Context: an optimization exercise on an open-source flow, tuned for small area. The choices shown serve that exercise and are no tape-out recipe.
Where RTL was checked, it was by simulation tests only, not by an equivalence proof against the original.
Power is estimated from default activity; no workload was simulated.

==> juniper: inputs <==
==> flow/design.v <==
package pool_frame_buffer_pkg;
  localparam int PP = 8;
  localparam int DIM = 28;
  localparam int POOL = 2;
  localparam int OUT_DIM = DIM / POOL;
  localparam int N = OUT_DIM * OUT_DIM;
  localparam int AW = $clog2(N);
  typedef enum logic [1:0] {RD_IDLE, RD_LOAD, RD_STREAM} rd_state_t;
endpackage
import pool_frame_buffer_pkg::*;
module pfb_bank_ram
#(
  parameter int W = PP + 1,
  parameter int D = N
) (
  input  logic          clk,
  input  logic          sh,
  input  logic [W-1:0]  din,
  output logic [W-1:0]  head
);
  logic [W*D-1:0] sr;
  always_ff @(posedge clk) begin
    if (sh) sr <= {sr[W*(D-1)-1:0], din};
  end
  assign head = sr[W*D-1 -: W];
endmodule
import pool_frame_buffer_pkg::*;
module pool_frame_buffer
(
  input  logic          clk,
  input  logic          reset,
  input  logic [PP:0]   in_data,
  input  logic          in_valid,
  output logic [PP:0]   out_data,
  output logic [AW-1:0] out_idx,
  output logic          out_valid,
  input  logic          out_ready,
  output logic          out_last,
  output logic          frame_done,
  output logic          overflow
);
  localparam logic [AW-1:0] LAST = AW'(N - 1);
  logic wbank, rbank, wr_en, wr_last, hs, rel, ld, wfull;
  logic [1:0] bank_full, sh;
  logic [AW-1:0] wr_idx;
  logic [PP:0] head0, head1;
  assign wfull = wbank ? bank_full[1] : bank_full[0];
  assign wr_en = in_valid && !wfull;
  assign wr_last = wr_en && wr_idx == LAST;
  assign hs = out_valid && out_ready;
  assign out_last = out_idx[7] && out_idx[6] && out_idx[1] && out_idx[0];
  assign rel = hs && out_last;
  assign sh[0] = (wr_en && !wbank) || (hs && !rbank);
  assign sh[1] = (wr_en && wbank) || (hs && rbank);
  pfb_bank_ram #(.W(PP + 1), .D(N)) bank0 (.clk(clk), .sh(sh[0]), .din(in_data), .head(head0));
  pfb_bank_ram #(.W(PP + 1), .D(N)) bank1 (.clk(clk), .sh(sh[1]), .din(in_data), .head(head1));
  assign out_data = rbank ? head1 : head0;
  always_ff @(posedge clk) begin
    if (!reset) begin
      wbank <= 1'b0;
      rbank <= 1'b0;
      wr_idx <= '0;
      bank_full <= 2'b00;
      frame_done <= 1'b0;
      overflow <= 1'b0;
      ld <= 1'b0;
      out_valid <= 1'b0;
      out_idx <= '0;
    end else begin
      frame_done <= wr_last;
      if (in_valid && wfull) overflow <= 1'b1;
      if (wr_en) wr_idx <= wr_last ? '0 : wr_idx + AW'(1);
      if (wr_last) wbank <= !wbank;
      if (rel) rbank <= !rbank;
      bank_full <= (bank_full & ~(rel ? 2'b01 << rbank : 2'b00)) | (wr_last ? 2'b01 << wbank : 2'b00);
      ld <= !ld && !out_valid && (rbank ? bank_full[1] : bank_full[0]);
      if (ld) out_valid <= 1'b1;
      else if (rel) out_valid <= 1'b0;
      if (hs) out_idx <= out_last ? '0 : out_idx + AW'(1);
    end
  end
endmodule
==> flow/run.sh <==
#!/bin/bash
# synth_recipe.tcl (not shown) runs the flow's synth.tcl, then flattens the netlist and writes it again
# the make line also repeats each setting of config.mk as NAME=value (left out here)
make -C /OpenROAD-flow-scripts/flow DESIGN_CONFIG=/design/flow/config.mk WORK_HOME=/design/flow/orfs CLKGATE_MAP_FILE= SYNTH_SCRIPT=/design/flow/synth_recipe.tcl finish
==> flow/config.mk <==
export PLATFORM = sky130hd
export DESIGN_NAME = pool_frame_buffer
export DESIGN_NICKNAME = pool_frame_buffer
export VERILOG_FILES = /design/flow/design.v
export SDC_FILE = /design/flow/constraint.sdc
export NUM_CORES = 4
export LEC_CHECK = 0
export CAP_MARGIN = 20
export CORE_MARGIN = 2
export CORE_UTILIZATION = 40
export SLEW_MARGIN = 20
export SYNTH_MEMORY_MAX_BITS = 8192
==> flow/constraint.sdc <==
create_clock -name core_clock -period 10.0 [get_ports {clk}]
set_input_delay 2.0000 -clock core_clock [delete_from_list [all_inputs] [get_ports {clk}]]
set_output_delay 2.0000 -clock core_clock [all_outputs]
set_load 0.01 [all_outputs]
==> quartz (differences from juniper) <==
--- a/flow/design.v
+++ b/flow/design.v
@@ -5,24 +5,41 @@
   localparam int OUT_DIM = DIM / POOL;
   localparam int N = OUT_DIM * OUT_DIM;
   localparam int AW = $clog2(N);
+  localparam int RL = 7;
+  localparam int RW = $clog2(RL + 1);
+  localparam int PW = $clog2(RL);
   typedef enum logic [1:0] {RD_IDLE, RD_LOAD, RD_STREAM} rd_state_t;
 endpackage
 import pool_frame_buffer_pkg::*;
 module pfb_bank_ram
 #(
   parameter int W = PP + 1,
-  parameter int D = N
+  parameter int D = N,
+  parameter int L = RL
 ) (
-  input  logic          clk,
-  input  logic          sh,
-  input  logic [W-1:0]  din,
-  output logic [W-1:0]  head
+  input  logic             clk,
+  input  logic             sh,
+  input  logic             nsh,
+  input  logic [W-1:0]     din,
+  output logic [W*L-1:0]   head_ring,   
+  output logic [W-1:0]     prev_last    
 );
-  logic [W*D-1:0] sr;
+  localparam int M = D / L;
+  logic [W-1:0] f [D];
   always_ff @(posedge clk) begin
-    if (sh) sr <= {sr[W*(D-1)-1:0], din};
+    for (int r = 0; r < M; r++) begin
+      for (int j = 0; j < L; j++) begin
+        if (j == 0)
+          f[r*L] <= ({W{sh}} | f[r*L + L - 1]) & ({W{nsh}} | (r == 0 ? din : f[r*L - 1]));
+        else
+          f[r*L + j] <= f[r*L + j - 1];
+      end
+    end
   end
-  assign head = sr[W*D-1 -: W];
+  always_comb begin
+    for (int j = 0; j < L; j++) head_ring[W*j +: W] = f[(M-1)*L + j];
+  end
+  assign prev_last = f[(M-1)*L - 1];
 endmodule
 import pool_frame_buffer_pkg::*;
 module pool_frame_buffer
@@ -40,21 +57,76 @@
   output logic          overflow
 );
   localparam logic [AW-1:0] LAST = AW'(N - 1);
+  localparam int W = PP + 1;
   logic wbank, rbank, wr_en, wr_last, hs, rel, ld, wfull;
-  logic [1:0] bank_full, sh;
+  logic [1:0] bank_full;
   logic [AW-1:0] wr_idx;
-  logic [PP:0] head0, head1;
   assign wfull = wbank ? bank_full[1] : bank_full[0];
   assign wr_en = in_valid && !wfull;
   assign wr_last = wr_en && wr_idx == LAST;
   assign hs = out_valid && out_ready;
   assign out_last = out_idx[7] && out_idx[6] && out_idx[1] && out_idx[0];
   assign rel = hs && out_last;
-  assign sh[0] = (wr_en && !wbank) || (hs && !rbank);
-  assign sh[1] = (wr_en && wbank) || (hs && rbank);
-  pfb_bank_ram #(.W(PP + 1), .D(N)) bank0 (.clk(clk), .sh(sh[0]), .din(in_data), .head(head0));
-  pfb_bank_ram #(.W(PP + 1), .D(N)) bank1 (.clk(clk), .sh(sh[1]), .din(in_data), .head(head1));
-  assign out_data = rbank ? head1 : head0;
+  logic [W-1:0] d [RL];
+  always_ff @(posedge clk) begin
+    d[0] <= in_data;
+    for (int k = 1; k < RL; k++) d[k] <= d[k-1];
+  end
+  logic [W-1:0] word [2];
+  logic [1:0] sh, nsh;
+  for (genvar b = 0; b < 2; b++) begin : g_bank
+    logic wreq, req, relb, busy, s_n;
+    logic [RW-1:0] cnt, cnt_n;
+    logic [PW-1:0] phi, phi_n, q, q_n;
+    logic [RL-1:0] hist, hist_n, old1;
+    logic [W-1:0] din;
+    logic [W*RL-1:0] head_ring;
+    logic [W-1:0] prev_last;
+    assign wreq = wr_en && wbank == b;
+    assign req = wreq || (hs && rbank == b);
+    assign relb = rel && rbank == b;
+    always_comb begin
+      for (int k = 0; k < RL; k++) begin
+        old1[k] = hist[k];
+        for (int m = k + 1; m < RL; m++) if (hist[m]) old1[k] = 1'b0;
+      end
+      busy = hist != '0;
+      din = '0;
+      for (int k = 0; k < RL; k++) if (old1[k]) din = din | d[k];
+      hist_n = {hist[RL-2:0] & ~(sh[b] ? old1[RL-2:0] : '0), wreq};
+      phi_n = sh[b] ? phi : (phi == PW'(RL - 1) ? '0 : phi + PW'(1));
+      cnt_n = relb ? '0 : cnt + RW'(req) - RW'(sh[b]);
+      if (relb) q_n = phi_n;
+      else if (req) q_n = q;
+      else q_n = q == PW'(RL - 1) ? '0 : q + PW'(1);
+      if (!reset) begin
+        hist_n = '0;
+        phi_n = '0;
+        cnt_n = '0;
+        q_n = '0;
+      end
+      s_n = phi_n == '0 && cnt_n != '0;
+    end
+    always_ff @(posedge clk) begin
+      hist <= hist_n;
+      phi <= phi_n;
+      cnt <= cnt_n;
+      q <= q_n;
+      sh[b] <= s_n;
+      nsh[b] <= !s_n;
+    end
+    pfb_bank_ram #(.W(W), .D(N), .L(RL)) bank (
+      .clk(clk), .sh(sh[b]), .nsh(nsh[b]), .din(din), .head_ring(head_ring), .prev_last(prev_last)
+    );
+    logic [RL:0] pick;
+    always_comb begin
+      for (int k = 0; k < RL; k++) pick[k] = rbank == b && cnt != RW'(RL) && q == PW'(k);
+      pick[RL] = rbank == b && cnt == RW'(RL);
+      word[b] = {W{pick[RL]}} & prev_last;
+      for (int k = 0; k < RL; k++) word[b] = word[b] | ({W{pick[k]}} & head_ring[W*((RL - 1 + k) % RL) +: W]);
+    end
+  end
+  assign out_data = word[0] | word[1];
   always_ff @(posedge clk) begin
     if (!reset) begin
       wbank <= 1'b0;
==> flow/flow/run.sh (new file) <==
#!/bin/bash
# Standard layout (the standard.sh, unchanged synthesis) with two CTS/port-buffer options:
# clock tree built without dummy loads, and small buffers on the ports.
set -e
export CTS_ARGS="-sink_clustering_enable -repair_clock_nets -dont_use_dummy_load -buf_list {sky130_fd_sc_hd__clkbuf_2 sky130_fd_sc_hd__clkbuf_4 sky130_fd_sc_hd__clkbuf_8} -sink_clustering_size 18 -sink_clustering_max_diameter 50"
export BUFFER_PORTS_ARGS="-buffer_cell sky130_fd_sc_hd__buf_1"
bash standard.sh > standard.log 2>&1
==> flow/standard.sh (new file) <==
#!/bin/bash
# synth_recipe.tcl (not shown) runs the flow's synth.tcl, then flattens the netlist and writes it again
# the make line also repeats each setting of config.mk as NAME=value (left out here)
make -C /OpenROAD-flow-scripts/flow DESIGN_CONFIG=/design/flow/config.mk WORK_HOME=/design/flow/orfs CLKGATE_MAP_FILE= SYNTH_SCRIPT=/design/flow/synth_recipe.tcl "${@:-finish}"
--- a/flow/config.mk
+++ b/flow/config.mk
@@ -7,6 +7,6 @@
 export LEC_CHECK = 0
 export CAP_MARGIN = 20
 export CORE_MARGIN = 2
-export CORE_UTILIZATION = 40
+export CORE_UTILIZATION = 80
 export SLEW_MARGIN = 20
 export SYNTH_MEMORY_MAX_BITS = 8192
removed: flow/run.sh
==> amber (differences from juniper) <==
--- a/flow/design.v
+++ b/flow/design.v
@@ -5,24 +5,41 @@
   localparam int OUT_DIM = DIM / POOL;
   localparam int N = OUT_DIM * OUT_DIM;
   localparam int AW = $clog2(N);
+  localparam int RL = 7;
+  localparam int RW = $clog2(RL + 1);
+  localparam int PW = $clog2(RL);
   typedef enum logic [1:0] {RD_IDLE, RD_LOAD, RD_STREAM} rd_state_t;
 endpackage
 import pool_frame_buffer_pkg::*;
 module pfb_bank_ram
 #(
   parameter int W = PP + 1,
-  parameter int D = N
+  parameter int D = N,
+  parameter int L = RL
 ) (
-  input  logic          clk,
-  input  logic          sh,
-  input  logic [W-1:0]  din,
-  output logic [W-1:0]  head
+  input  logic             clk,
+  input  logic             sh,
+  input  logic             nsh,
+  input  logic [W-1:0]     din,
+  output logic [W*L-1:0]   head_ring,   
+  output logic [W-1:0]     prev_last    
 );
-  logic [W*D-1:0] sr;
+  localparam int M = D / L;
+  logic [W-1:0] f [D];
   always_ff @(posedge clk) begin
-    if (sh) sr <= {sr[W*(D-1)-1:0], din};
+    for (int r = 0; r < M; r++) begin
+      for (int j = 0; j < L; j++) begin
+        if (j == 0)
+          f[r*L] <= ({W{sh}} | f[r*L + L - 1]) & ({W{nsh}} | (r == 0 ? din : f[r*L - 1]));
+        else
+          f[r*L + j] <= f[r*L + j - 1];
+      end
+    end
   end
-  assign head = sr[W*D-1 -: W];
+  always_comb begin
+    for (int j = 0; j < L; j++) head_ring[W*j +: W] = f[(M-1)*L + j];
+  end
+  assign prev_last = f[(M-1)*L - 1];
 endmodule
 import pool_frame_buffer_pkg::*;
 module pool_frame_buffer
@@ -40,21 +57,74 @@
   output logic          overflow
 );
   localparam logic [AW-1:0] LAST = AW'(N - 1);
+  localparam int W = PP + 1;
   logic wbank, rbank, wr_en, wr_last, hs, rel, ld, wfull;
-  logic [1:0] bank_full, sh;
+  logic [1:0] bank_full;
   logic [AW-1:0] wr_idx;
-  logic [PP:0] head0, head1;
   assign wfull = wbank ? bank_full[1] : bank_full[0];
   assign wr_en = in_valid && !wfull;
   assign wr_last = wr_en && wr_idx == LAST;
   assign hs = out_valid && out_ready;
   assign out_last = out_idx[7] && out_idx[6] && out_idx[1] && out_idx[0];
   assign rel = hs && out_last;
-  assign sh[0] = (wr_en && !wbank) || (hs && !rbank);
-  assign sh[1] = (wr_en && wbank) || (hs && rbank);
-  pfb_bank_ram #(.W(PP + 1), .D(N)) bank0 (.clk(clk), .sh(sh[0]), .din(in_data), .head(head0));
-  pfb_bank_ram #(.W(PP + 1), .D(N)) bank1 (.clk(clk), .sh(sh[1]), .din(in_data), .head(head1));
-  assign out_data = rbank ? head1 : head0;
+  logic [W-1:0] d [RL];
+  always_ff @(posedge clk) begin
+    d[0] <= in_data;
+    for (int k = 1; k < RL; k++) d[k] <= d[k-1];
+  end
+  logic [W-1:0] word [2];
+  logic [1:0] sh, nsh;
+  for (genvar b = 0; b < 2; b++) begin : g_bank
+    logic wreq, req, relb, busy, s_n;
+    logic [RW-1:0] cnt, cnt_n;
+    logic [PW-1:0] phi, phi_n, q, q_n;
+    logic [RL-1:0] hist, hist_n, old1;
+    logic [W-1:0] din;
+    logic [W*RL-1:0] head_ring;
+    logic [W-1:0] prev_last;
+    assign wreq = wr_en && wbank == b;
+    assign req = wreq || (hs && rbank == b);
+    assign relb = rel && rbank == b;
+    always_comb begin
+      for (int k = 0; k < RL; k++) begin
+        old1[k] = hist[k];
+        for (int m = k + 1; m < RL; m++) if (hist[m]) old1[k] = 1'b0;
+      end
+      busy = hist != '0;
+      din = '0;
+      for (int k = 0; k < RL; k++) if (old1[k]) din = din | d[k];
+      hist_n = {hist[RL-2:0] & ~(sh[b] ? old1[RL-2:0] : '0), wreq};
+      phi_n = sh[b] ? phi : (phi == PW'(RL - 1) ? '0 : phi + PW'(1));
+      cnt_n = relb ? '0 : cnt + RW'(req) - RW'(sh[b]);
+      if (relb) q_n = phi_n;
+      else if (req) q_n = q;
+      else q_n = q == PW'(RL - 1) ? '0 : q + PW'(1);
+      if (!reset) begin
+        hist_n = '0;
+        phi_n = '0;
+        cnt_n = '0;
+        q_n = '0;
+      end
+      s_n = phi_n == '0 && cnt_n != '0;
+    end
+    always_ff @(posedge clk) begin
+      hist <= hist_n;
+      phi <= phi_n;
+      cnt <= cnt_n;
+      q <= q_n;
+      sh[b] <= s_n;
+      nsh[b] <= !s_n;
+    end
+    pfb_bank_ram #(.W(W), .D(N), .L(RL)) bank (
+      .clk(clk), .sh(sh[b]), .nsh(nsh[b]), .din(din), .head_ring(head_ring), .prev_last(prev_last)
+    );
+    always_comb begin
+      word[b] = '0;
+      for (int k = 0; k < RL; k++) if (q == PW'(k)) word[b] = head_ring[W*((RL - 1 + k) % RL) +: W];
+      if (cnt == RW'(RL)) word[b] = prev_last;
+    end
+  end
+  assign out_data = rbank ? word[1] : word[0];
   always_ff @(posedge clk) begin
     if (!reset) begin
       wbank <= 1'b0;
==> flow/flow/run.sh (new file) <==
#!/bin/bash
# Standard layout (the standard.sh, unchanged synthesis) with two CTS/port-buffer options:
# clock tree built without dummy loads, and small buffers on the ports.
set -e
export CTS_ARGS="-sink_clustering_enable -repair_clock_nets -dont_use_dummy_load -buf_list {sky130_fd_sc_hd__clkbuf_2 sky130_fd_sc_hd__clkbuf_4 sky130_fd_sc_hd__clkbuf_8} -sink_clustering_size 20 -sink_clustering_max_diameter 50"
export BUFFER_PORTS_ARGS="-buffer_cell sky130_fd_sc_hd__buf_1"
bash standard.sh > standard.log 2>&1
==> flow/standard.sh (new file) <==
#!/bin/bash
# synth_recipe.tcl (not shown) runs the flow's synth.tcl, then flattens the netlist and writes it again
# the make line also repeats each setting of config.mk as NAME=value (left out here)
make -C /OpenROAD-flow-scripts/flow DESIGN_CONFIG=/design/flow/config.mk WORK_HOME=/design/flow/orfs CLKGATE_MAP_FILE= SYNTH_SCRIPT=/design/flow/synth_recipe.tcl "${@:-finish}"
--- a/flow/config.mk
+++ b/flow/config.mk
@@ -7,6 +7,6 @@
 export LEC_CHECK = 0
 export CAP_MARGIN = 20
 export CORE_MARGIN = 2
-export CORE_UTILIZATION = 40
+export CORE_UTILIZATION = 80
 export SLEW_MARGIN = 20
 export SYNTH_MEMORY_MAX_BITS = 8192
removed: flow/run.sh
==> notes <==
- juniper ran to the end with no violations. quartz finished clean. amber went through all stages and came out clean.
- Final area, lowest first: amber, quartz, juniper.
- Die area, highest first: juniper, amber, quartz.
- Hold slack, highest first: juniper, amber, quartz.
- Between juniper and amber, the lower first-iteration DRC count is in amber (gap 58%, measured against amber).
- The highest count of clock-buffer cells in the layout belongs to juniper, the lowest to amber.
- Of juniper and amber, juniper has the higher setup slack (gap 710 ps).
- Sequential power: amber > quartz > juniper.
- Clock power: amber < quartz < juniper.
- The lowest area after synthesis belongs to quartz, the highest to juniper.
==> figures <==
item                                                               quartz         juniper                    amber
Run status                                                 finished clean  finished clean           finished clean
Comb power frac                                                     0.053           0.006                    0.063
Area enclosed by the die boundary                            104000 sq um    272000 sq um             105000 sq um
Die width                                                     323 microns     521 microns              323 microns
Pwr/cell area                                                 313 nW/um^2     236 nW/um^2              363 nW/um^2
Count of sequential standard cells                                   3651            3552                     3651
Destination of the worst register-to-register timing path          nsh[1]  bank1.sr[1104]  g_bank[0].bank.f[56][6]
Multi-input combinational cell count                                 1008              96                     1034
Reg2Reg Launch Point                                                sh[1]           rbank                    sh[0]
Crit Path Max Fanout                                                   17              86                       33
Core occupancy in the finished layout                               0.847           0.462                    0.846
R2R depth                                                               6               5                        4
Number of clock buffers in the layout                                 223             406                      205
Metal2 WL                                                   56700 microns   46700 microns            48500 microns
Adder-cell share of the synthesized area                          0.00172        0.000234                  0.00172
Largest net degree at the start of global routing                     171             222                       92
Y dimension of the die                                        323 microns     521 microns              323 microns
Total CTS buffers                                                     223             335                      205
Worst-case register-to-register setup slack                       6460 ps         6120 ps                  6360 ps
Only the layout flow was run in quartz; the RTL was not checked for function there.

==> port drivers added, routing unchanged <==
The flow's constraints put no driver on any port. The routed layouts listed below were extracted and timed again, unchanged, in two steps.
Step 1, drivers: a clkbuf_16 drives clk and a buf_2 each remaining input, both assumed.
Step 2 moves the port delays by t, midway between the first and last clock arrival at a register: inputs arrive t later, outputs are due t later. That takes back most of the time a late clock gives input paths.
Slacks: no drivers / after step 1 / after step 2; pairs: no drivers / after step 1.
| run | t, ns | slack for setup (ns) | worst setup path at the end | cell pins on the clock port's net |
|---|---|---|---|---|
| juniper | 0.908 | 5.032 / 5.088 / 4.180 | input to register | 1 |
| quartz | 0.934 | 4.348 / 4.281 / 5.215 | register to output | 1 |
| amber | 0.915 | 4.319 / 4.251 / 5.167 | register to output | 1 |
After both steps setup and hold are still met in every run listed. For juniper, which loses most, drivers alone change the setup slack by +0.056 ns; drivers and shift together by -0.852 ns.
